This is an optimization exercise on Yosys and OpenROAD, whose aim is small area and a short achievable clock period, not a production implementation. RTL that was checked went through simulation tests only; none was proved equivalent to the original. Power and IR drop assume default switching activity.

v6:
==> module ring_queue_front_back_insert, before the edit <==
module ring_queue_front_back_insert #(
	parameter int DEPTH     = rqfbi_pkg::RQFBI_DEPTH,
	parameter int ITEM_BITS = rqfbi_pkg::RQFBI_ITEM_BITS
) (
	input  wire logic                          clk,
	input  wire logic                          arst_n,
	input  wire logic                          start,
	output logic                               busy,
	input  wire rqfbi_pkg::rqfbi_cmd_t         cmd,
	input  wire logic                          cfg_valid,
	output logic                               cfg_ready,
	input  wire logic [rqfbi_pkg::CAP_W-1:0]   cfg_data,
	output logic                               done,
	output rqfbi_pkg::rqfbi_res_t              result
);
	localparam int IDX_W = 4;
	localparam int CW    = rqfbi_pkg::CAP_W;
	logic [ITEM_BITS-1:0] mem [16];
	logic [ITEM_BITS-1:0] rd_data_q;
	logic [CW-1:0]    held_q;
	logic [CW-1:0]    free_q;
	logic [CW-1:0]    cap_q;
	logic             nempty_q;
	logic             full_q;
	logic [15:0]      head_q;
	logic [15:0]      tail_q;
	logic             valid_s1;
	logic             acc_s1;
	logic [CW-1:0]    res_held_q;
	logic [CW-1:0]    res_free_q;
	logic             res_empty_q;
	logic             res_full_q;
	logic [CW-1:0]    held_d;
	logic [CW-1:0]    free_d;
	logic             nempty_d;
	logic             full_d;
	logic [15:0]      head_d;
	logic [15:0]      tail_d;
	logic             fire;
	logic             cfg_fire;
	logic [CW-1:0]    cap_sat;
	logic             is_sb, is_sf, is_rd, is_pop, is_flush;
	logic             do_push, do_pop, rd_ok;
	logic             acc_d;
	logic [15:0]      we;
	logic [ITEM_BITS-1:0] front;
	assign busy      = cfg_valid;
	assign cfg_ready = ~valid_s1;
	assign fire      = start & ~cfg_valid;
	assign cfg_fire  = cfg_valid & ~valid_s1;
	always_comb begin
		if (cfg_data == '0) begin
			cap_sat = CW'(1);
		end else if (cfg_data > CW'(16)) begin
			cap_sat = CW'(16);
		end else begin
			cap_sat = cfg_data;
		end
	end
	assign is_sb    = cmd.kind == rqfbi_pkg::KIND_SEND_BACK;
	assign is_sf    = cmd.kind == rqfbi_pkg::KIND_SEND_FRONT;
	assign is_rd    = (cmd.kind == rqfbi_pkg::KIND_RECEIVE) | (cmd.kind == rqfbi_pkg::KIND_PEEK);
	assign is_pop   = (cmd.kind == rqfbi_pkg::KIND_RECEIVE) | (cmd.kind == rqfbi_pkg::KIND_DROP_FRONT);
	assign is_flush = cmd.kind == rqfbi_pkg::KIND_FLUSH;
	assign do_push = (is_sb | is_sf) & ~full_q;
	assign do_pop  = is_pop & nempty_q;
	assign rd_ok   = is_rd & nempty_q;
	assign acc_d   = do_push | rd_ok | do_pop | is_flush;
	always_comb begin
		for (int i = 0; i < 16; i++) begin
			we[i] = fire & ~full_q & ((is_sb & tail_q[i]) | (is_sf & head_q[(i + 1) % 16]));
		end
	end
	always_ff @(posedge clk) begin
		for (int i = 0; i < 16; i++) begin
			if (we[i]) begin
				mem[i] <= ITEM_BITS'(cmd.item_data);
			end
		end
	end
	always_comb begin
		front = '0;
		for (int i = 0; i < 16; i++) begin
			front = front | ({ITEM_BITS{rd_ok & head_q[i]}} & mem[i]);
		end
	end
	always_ff @(posedge clk) begin
		rd_data_q <= front;
		acc_s1    <= acc_d;
	end
	always_comb begin
		held_d  = held_q;
		free_d  = free_q;
		nempty_d = nempty_q;
		full_d  = full_q;
		head_d  = head_q;
		tail_d  = tail_q;
		if (cfg_fire) begin
			held_d  = '0;
			free_d  = cap_sat;
			nempty_d = 1'b0;
			full_d  = 1'b0;
			head_d  = 16'd1;
			tail_d  = 16'd1;
		end else if (fire) begin
			if (is_flush) begin
				held_d  = '0;
				free_d  = cap_q;
				nempty_d = 1'b0;
				full_d  = 1'b0;
				head_d  = 16'd1;
				tail_d  = 16'd1;
			end else if (do_push) begin
				held_d  = held_q + CW'(1);
				free_d  = free_q - CW'(1);
				nempty_d = 1'b1;
				full_d  = free_q == CW'(1);
				if (is_sf) begin
					head_d = {head_q[0], head_q[15:1]};
				end else begin
					tail_d = {tail_q[14:0], tail_q[15]};
				end
			end else if (do_pop) begin
				held_d  = held_q - CW'(1);
				free_d  = free_q + CW'(1);
				nempty_d = held_q != CW'(1);
				full_d  = 1'b0;
				head_d  = {head_q[14:0], head_q[15]};
			end
		end
	end
	always_ff @(posedge clk or negedge arst_n) begin
		if (!arst_n) begin
			held_q   <= '0;
			free_q   <= CW'(16);
			nempty_q <= 1'b0;
			cap_q    <= CW'(16);
			full_q   <= 1'b0;
			head_q   <= 16'd1;
			tail_q   <= 16'd1;
			valid_s1 <= 1'b0;
		end else begin
			valid_s1 <= fire;
			held_q   <= held_d;
			free_q   <= free_d;
			nempty_q <= nempty_d;
			if (cfg_fire) begin
				cap_q <= cap_sat;
			end
			full_q   <= full_d;
			head_q   <= head_d;
			tail_q   <= tail_d;
		end
	end
	always_ff @(posedge clk) begin
		res_held_q  <= held_d;
		res_free_q  <= free_d;
		res_empty_q <= ~nempty_d;
		res_full_q  <= full_d;
	end
	assign done = valid_s1;
	always_comb begin
		result            = '0;
		result.accepted   = acc_s1;
		result.out_data   = rqfbi_pkg::DATA_W'(rd_data_q);
		result.items_held = res_held_q;
		result.slots_free = res_free_q;
		result.is_empty   = res_empty_q;
		result.is_full    = res_full_q;
	end
endmodule
Settings: LEC_CHECK=0, CAP_MARGIN=20, CORE_MARGIN=2, CORE_UTILIZATION=40, SETUP_SLACK_MARGIN=1.7, SLEW_MARGIN=20; clock period 4.0 ns.
standard.sh (not shown) runs the stock make flow with config.mk's settings and CLKGATE_MAP_FILE= SYNTH_SCRIPT=/design/flow/synth_recipe.tcl, a recipe that flattens the netlist after the stock synthesis.
==> flow/flow/run.sh <==
#!/bin/bash
# standard layout, with plain buffers (not delay cells) on the ports
set -o pipefail
bash standard.sh "BUFFER_PORTS_ARGS=-buffer_cell sky130_fd_sc_hd__buf_2" finish > standard.log 2>&1
The following lists how v7 was set up differently from v6:
diff --git a/flow/design.v b/flow/design.v
--- a/flow/design.v
+++ b/flow/design.v
@@ -50,8 +50,8 @@
 	logic [CW-1:0]    cap_q;
 	logic             nempty_q;
 	logic             full_q;
-	logic [15:0]      head_q;
-	logic [15:0]      tail_q;
+	logic [IDX_W-1:0] head_q;
+	logic [IDX_W-1:0] tail_q;
 	logic             valid_s1;
 	logic             acc_s1;
 	logic [CW-1:0]    res_held_q;
@@ -62,14 +62,16 @@
 	logic [CW-1:0]    free_d;
 	logic             nempty_d;
 	logic             full_d;
-	logic [15:0]      head_d;
-	logic [15:0]      tail_d;
+	logic [IDX_W-1:0] head_d;
+	logic [IDX_W-1:0] tail_d;
 	logic             fire;
 	logic             cfg_fire;
 	logic [CW-1:0]    cap_sat;
 	logic             is_sb, is_sf, is_rd, is_pop, is_flush;
 	logic             do_push, do_pop, rd_ok;
 	logic             acc_d;
+	logic [15:0]      head_dec;
+	logic [15:0]      tail_dec;
 	logic [15:0]      we;
 	logic [ITEM_BITS-1:0] front;
 	assign busy      = cfg_valid;
@@ -96,7 +98,13 @@
 	assign acc_d   = do_push | rd_ok | do_pop | is_flush;
 	always_comb begin
 		for (int i = 0; i < 16; i++) begin
-			we[i] = fire & ~full_q & ((is_sb & tail_q[i]) | (is_sf & head_q[(i + 1) % 16]));
+			head_dec[i] = head_q == IDX_W'(i);
+			tail_dec[i] = tail_q == IDX_W'(i);
+		end
+	end
+	always_comb begin
+		for (int i = 0; i < 16; i++) begin
+			we[i] = fire & ~full_q & ((is_sb & tail_dec[i]) | (is_sf & head_dec[(i + 1) % 16]));
 		end
 	end
 	always_ff @(posedge clk) begin
@@ -109,7 +117,7 @@
 	always_comb begin
 		front = '0;
 		for (int i = 0; i < 16; i++) begin
-			front = front | ({ITEM_BITS{rd_ok & head_q[i]}} & mem[i]);
+			front = front | ({ITEM_BITS{rd_ok & head_dec[i]}} & mem[i]);
 		end
 	end
 	always_ff @(posedge clk) begin
@@ -128,32 +136,32 @@
 			free_d  = cap_sat;
 			nempty_d = 1'b0;
 			full_d  = 1'b0;
-			head_d  = 16'd1;
-			tail_d  = 16'd1;
+			head_d  = '0;
+			tail_d  = '0;
 		end else if (fire) begin
 			if (is_flush) begin
 				held_d  = '0;
 				free_d  = cap_q;
 				nempty_d = 1'b0;
 				full_d  = 1'b0;
-				head_d  = 16'd1;
-				tail_d  = 16'd1;
+				head_d  = '0;
+				tail_d  = '0;
 			end else if (do_push) begin
 				held_d  = held_q + CW'(1);
 				free_d  = free_q - CW'(1);
 				nempty_d = 1'b1;
 				full_d  = free_q == CW'(1);
 				if (is_sf) begin
-					head_d = {head_q[0], head_q[15:1]};
+					head_d = head_q - IDX_W'(1);
 				end else begin
-					tail_d = {tail_q[14:0], tail_q[15]};
+					tail_d = tail_q + IDX_W'(1);
 				end
 			end else if (do_pop) begin
 				held_d  = held_q - CW'(1);
 				free_d  = free_q + CW'(1);
 				nempty_d = held_q != CW'(1);
 				full_d  = 1'b0;
-				head_d  = {head_q[14:0], head_q[15]};
+				head_d  = head_q + IDX_W'(1);
 			end
 		end
 	end
@@ -164,8 +172,8 @@
 			nempty_q <= 1'b0;
 			cap_q    <= CW'(16);
 			full_q   <= 1'b0;
-			head_q   <= 16'd1;
-			tail_q   <= 16'd1;
+			head_q   <= '0;
+			tail_q   <= '0;
 			valid_s1 <= 1'b0;
 		end else begin
 			valid_s1 <= fire;
==> run summary <==
- v7 closes out successfully: all stages finished, all timing, DRC and antenna checks passed.
- Final critical-path required period (v7 over v6): increase, 0.094 ns
- v7 ends up with a count of state elements after synthesis that is about 4% lower than in v6.
- On top achievable clock speed: between v6 and v7, it ends up lower for v7.
- On synthesized area, v7 does better than v6.
- Going from v6 to v7, required time of the worst setup path grows by 0.21 ns.
- Compared with v6, in v7 worst setup slack after layout went down; met2 routed wirelength went up; arrival time of data at the critical path endpoint went up; compound-cell area share of the yosys netlist went up; clock buffer count in the final layout went up.
- v7 — tightest slew margin relative to the limit 14 points higher, v6 as reference
Only the layout flow was run in v7; the RTL was not checked for function there.

---

Another version of the RTL of rqfbi_top (not shown whole).
Size in the first run: roughly 1,300 cells after synthesis, about 610 flip-flops, about 92 I/O pins, about 22,000 um2 of cells after synthesis.
==> module ring_queue_front_back_insert, before the edit <==
module ring_queue_front_back_insert #(
	parameter int DEPTH     = rqfbi_pkg::RQFBI_DEPTH,
	parameter int ITEM_BITS = rqfbi_pkg::RQFBI_ITEM_BITS
) (
	input  wire logic                          clk,
	input  wire logic                          arst_n,
	input  wire logic                          start,
	output logic                               busy,
	input  wire rqfbi_pkg::rqfbi_cmd_t         cmd,
	input  wire logic                          cfg_valid,
	output logic                               cfg_ready,
	input  wire logic [rqfbi_pkg::CAP_W-1:0]   cfg_data,
	output logic                               done,
	output rqfbi_pkg::rqfbi_res_t              result
);
	localparam int IDX_W = 4;
	localparam int CW    = rqfbi_pkg::CAP_W;
	logic [ITEM_BITS-1:0] mem [16];
	logic [ITEM_BITS-1:0] rd_data_q;
	logic [CW-1:0]    held_q;
	logic [CW-1:0]    free_q;
	logic [CW-1:0]    cap_q;
	logic             nempty_q;
	logic             full_q;
	logic [15:0]      head_q;
	logic [IDX_W-1:0] tail_q;
	logic             done_q;
	logic             ready_q;
	logic             acc_s1;
	logic [CW-1:0]    res_held_q;
	logic [CW-1:0]    res_free_q;
	logic             res_empty_q;
	logic             res_full_q;
	logic [CW-1:0]    held_d;
	logic [CW-1:0]    free_d;
	logic             nempty_d;
	logic             full_d;
	logic [15:0]      head_d;
	logic [IDX_W-1:0] tail_d;
	logic [15:0]      tail_dec;
	logic             fire;
	logic             cfg_fire;
	logic [CW-1:0]    cap_sat;
	logic             is_sb, is_sf, is_rd, is_pop, is_flush;
	logic             do_push, do_pop, rd_ok;
	logic             acc_d;
	logic [15:0]      we;
	logic [ITEM_BITS-1:0] front;
	logic [15:0]      rd_sel_q;
	assign busy      = cfg_valid;
	assign cfg_ready = ~done_q;
	assign fire      = start & ~cfg_valid;
	assign cfg_fire  = cfg_valid & ready_q;
	always_comb begin
		if (cfg_data == '0) begin
			cap_sat = CW'(1);
		end else if (cfg_data > CW'(16)) begin
			cap_sat = CW'(16);
		end else begin
			cap_sat = cfg_data;
		end
	end
	assign is_sb    = cmd.kind == rqfbi_pkg::KIND_SEND_BACK;
	assign is_sf    = cmd.kind == rqfbi_pkg::KIND_SEND_FRONT;
	assign is_rd    = (cmd.kind == rqfbi_pkg::KIND_RECEIVE) | (cmd.kind == rqfbi_pkg::KIND_PEEK);
	assign is_pop   = (cmd.kind == rqfbi_pkg::KIND_RECEIVE) | (cmd.kind == rqfbi_pkg::KIND_DROP_FRONT);
	assign is_flush = cmd.kind == rqfbi_pkg::KIND_FLUSH;
	assign do_push = (is_sb | is_sf) & ~full_q;
	assign do_pop  = is_pop & nempty_q;
	assign rd_ok   = is_rd & nempty_q;
	assign acc_d   = do_push | rd_ok | do_pop | is_flush;
	always_comb begin
		for (int i = 0; i < 16; i++) begin
			we[i] = ~held_q[CW-1] & (tail_dec[i] | head_q[(i + 1) % 16]);
		end
	end
	always_comb begin
		for (int i = 0; i < 16; i++) begin
			tail_dec[i] = tail_q == IDX_W'(i);
		end
	end
	always_ff @(posedge clk) begin
		for (int i = 0; i < 16; i++) begin
			if (we[i]) begin
				mem[i] <= ITEM_BITS'(cmd.item_data);
			end
		end
	end
	always_comb begin
		front = '0;
		for (int i = 0; i < 16; i++) begin
			front = front | ({ITEM_BITS{rd_sel_q[i]}} & mem[i]);
		end
	end
	always_ff @(posedge clk) begin
		rd_data_q <= {ITEM_BITS{rd_ok}} & front;
		rd_sel_q  <= head_d;
		acc_s1    <= acc_d;
	end
	always_comb begin
		held_d  = held_q;
		free_d  = free_q;
		nempty_d = nempty_q;
		full_d  = full_q;
		head_d  = head_q;
		tail_d  = tail_q;
		if (cfg_fire) begin
			held_d  = '0;
			free_d  = cap_sat;
			nempty_d = 1'b0;
			full_d  = 1'b0;
			head_d  = 16'd1;
			tail_d  = '0;
		end else if (fire) begin
			if (is_flush) begin
				held_d  = '0;
				free_d  = cap_q;
				nempty_d = 1'b0;
				full_d  = 1'b0;
				head_d  = 16'd1;
				tail_d  = '0;
			end else if (do_push) begin
				held_d  = held_q + CW'(1);
				free_d  = free_q - CW'(1);
				nempty_d = 1'b1;
				full_d  = free_q == CW'(1);
				if (is_sf) begin
					head_d = {head_q[0], head_q[15:1]};
				end else begin
					tail_d = tail_q + IDX_W'(1);
				end
			end else if (do_pop) begin
				held_d  = held_q - CW'(1);
				free_d  = free_q + CW'(1);
				nempty_d = held_q != CW'(1);
				full_d  = 1'b0;
				head_d  = {head_q[14:0], head_q[15]};
			end
		end
	end
	always_ff @(posedge clk or negedge arst_n) begin
		if (!arst_n) begin
			held_q   <= '0;
			free_q   <= CW'(16);
			nempty_q <= 1'b0;
			cap_q    <= CW'(16);
			full_q   <= 1'b0;
			head_q   <= 16'd1;
			tail_q   <= '0;
			done_q   <= 1'b0;
			ready_q  <= 1'b1;
		end else begin
			done_q   <= fire;
			ready_q  <= ~fire;
			held_q   <= held_d;
			free_q   <= free_d;
			nempty_q <= nempty_d;
			if (cfg_fire) begin
				cap_q <= cap_sat;
			end
			full_q   <= full_d;
			head_q   <= head_d;
			tail_q   <= tail_d;
		end
	end
	always_ff @(posedge clk) begin
		res_held_q  <= held_d;
		res_free_q  <= free_d;
		res_empty_q <= ~nempty_d;
		res_full_q  <= full_d;
	end
	assign done = done_q;
	always_comb begin
		result            = '0;
		result.accepted   = acc_s1;
		result.out_data   = rqfbi_pkg::DATA_W'(rd_data_q);
		result.items_held = res_held_q;
		result.slots_free = res_free_q;
		result.is_empty   = res_empty_q;
		result.is_full    = res_full_q;
	end
endmodule
clock: 4.0 ns
lec_check: 0
cap_margin: 20
core_margin: 2
core_utilization: 40
cts_cluster_diameter: 100
cts_cluster_size: 25
setup_slack_margin: 2.1
slew_margin: 20
==> flow/flow/run.sh <==
#!/bin/bash
# standard layout, with plain buffers (not delay cells) on the ports and no gate
# cloning in timing repair; synthesis buffers are removed at floorplan
set -o pipefail
bash standard.sh "BUFFER_PORTS_ARGS=-buffer_cell sky130_fd_sc_hd__buf_2" SKIP_GATE_CLONING=1 REMOVE_ABC_BUFFERS=1 finish > standard.log 2>&1
Next try:
--- a/flow/design.v
+++ b/flow/design.v
@@ -73,9 +73,8 @@
 	logic             do_push, do_pop, rd_ok;
 	logic             acc_d;
 	logic [15:0]      we;
 	logic [ITEM_BITS-1:0] front;
-	logic [15:0]      rd_sel_q;
 	assign busy      = cfg_valid;
 	assign cfg_ready = ~done_q;
 	assign fire      = start & ~cfg_valid;
 	assign cfg_fire  = cfg_valid & ready_q;
@@ -116,14 +115,13 @@
 	end
 	always_comb begin
 		front = '0;
 		for (int i = 0; i < 16; i++) begin
-			front = front | ({ITEM_BITS{rd_sel_q[i]}} & mem[i]);
+			front = front | ({ITEM_BITS{head_q[i]}} & mem[i]);
 		end
 	end
 	always_ff @(posedge clk) begin
 		rd_data_q <= {ITEM_BITS{rd_ok}} & front;
-		rd_sel_q  <= head_d;
 		acc_s1    <= acc_d;
 	end
 	always_comb begin
 		held_d  = held_q;
What happened: Synthesized area went down by 0.34%; die area is lower by 0.34%; total power went down by 6.2%; wire length climbs by 3.5%; first-iteration DRC count goes up by 16%; final cell count fell by 0.76%; synthesized cell count climbs by 0.95%; register-to-register slack stays flat; combinational power falls by 36%; clock power stays flat; sequential power falls by 5.7%.
For the first run of this note, only the layout was checked, not whether the RTL still works.

-- static timing again, ports no longer ideal --
Ports are ideal in the flow. The routed layouts listed here were re-timed in OpenROAD. Step 1 (the two cells are an assumption about what drives the block):
set clk [get_ports {clk}]
set_driving_cell -lib_cell sky130_fd_sc_hd__clkbuf_16 $clk
set_driving_cell -lib_cell sky130_fd_sc_hd__buf_2 [delete_from_list [all_inputs] $clk]
Step 2 also shifts input and output timing later by t, the mid clock arrival at the registers, as if the neighbouring blocks saw the same clock. a / b / c = no drivers / after step 1 / after step 2; a / b = the first two.
run	shift t [ns]	setup slack, ns	hold WS [ns]	worst register clock-pin slew, ns	worst slew at a driven data input, ns
v6	0.675	1.799 / 1.824 / 1.167	0.208 / 0.172 / 0.452	0.07 / 0.07	0.06
v7	0.663	1.704 / 1.704 / 1.140	0.211 / 0.174 / 0.464	0.07 / 0.07	0.09
the first run of note 2	0.661	2.050 / 1.992 / 1.610	0.347 / 0.313 / 0.485	0.10 / 0.10	0.09
the second run of note 2	0.670	2.048 / 1.988 / 1.504	0.317 / 0.281 / 0.468	0.11 / 0.11	0.12
After both steps setup and hold are still met in every run listed. For v6, which loses most, drivers alone change the setup slack by +0.025 ns; drivers and shift together by -0.632 ns.
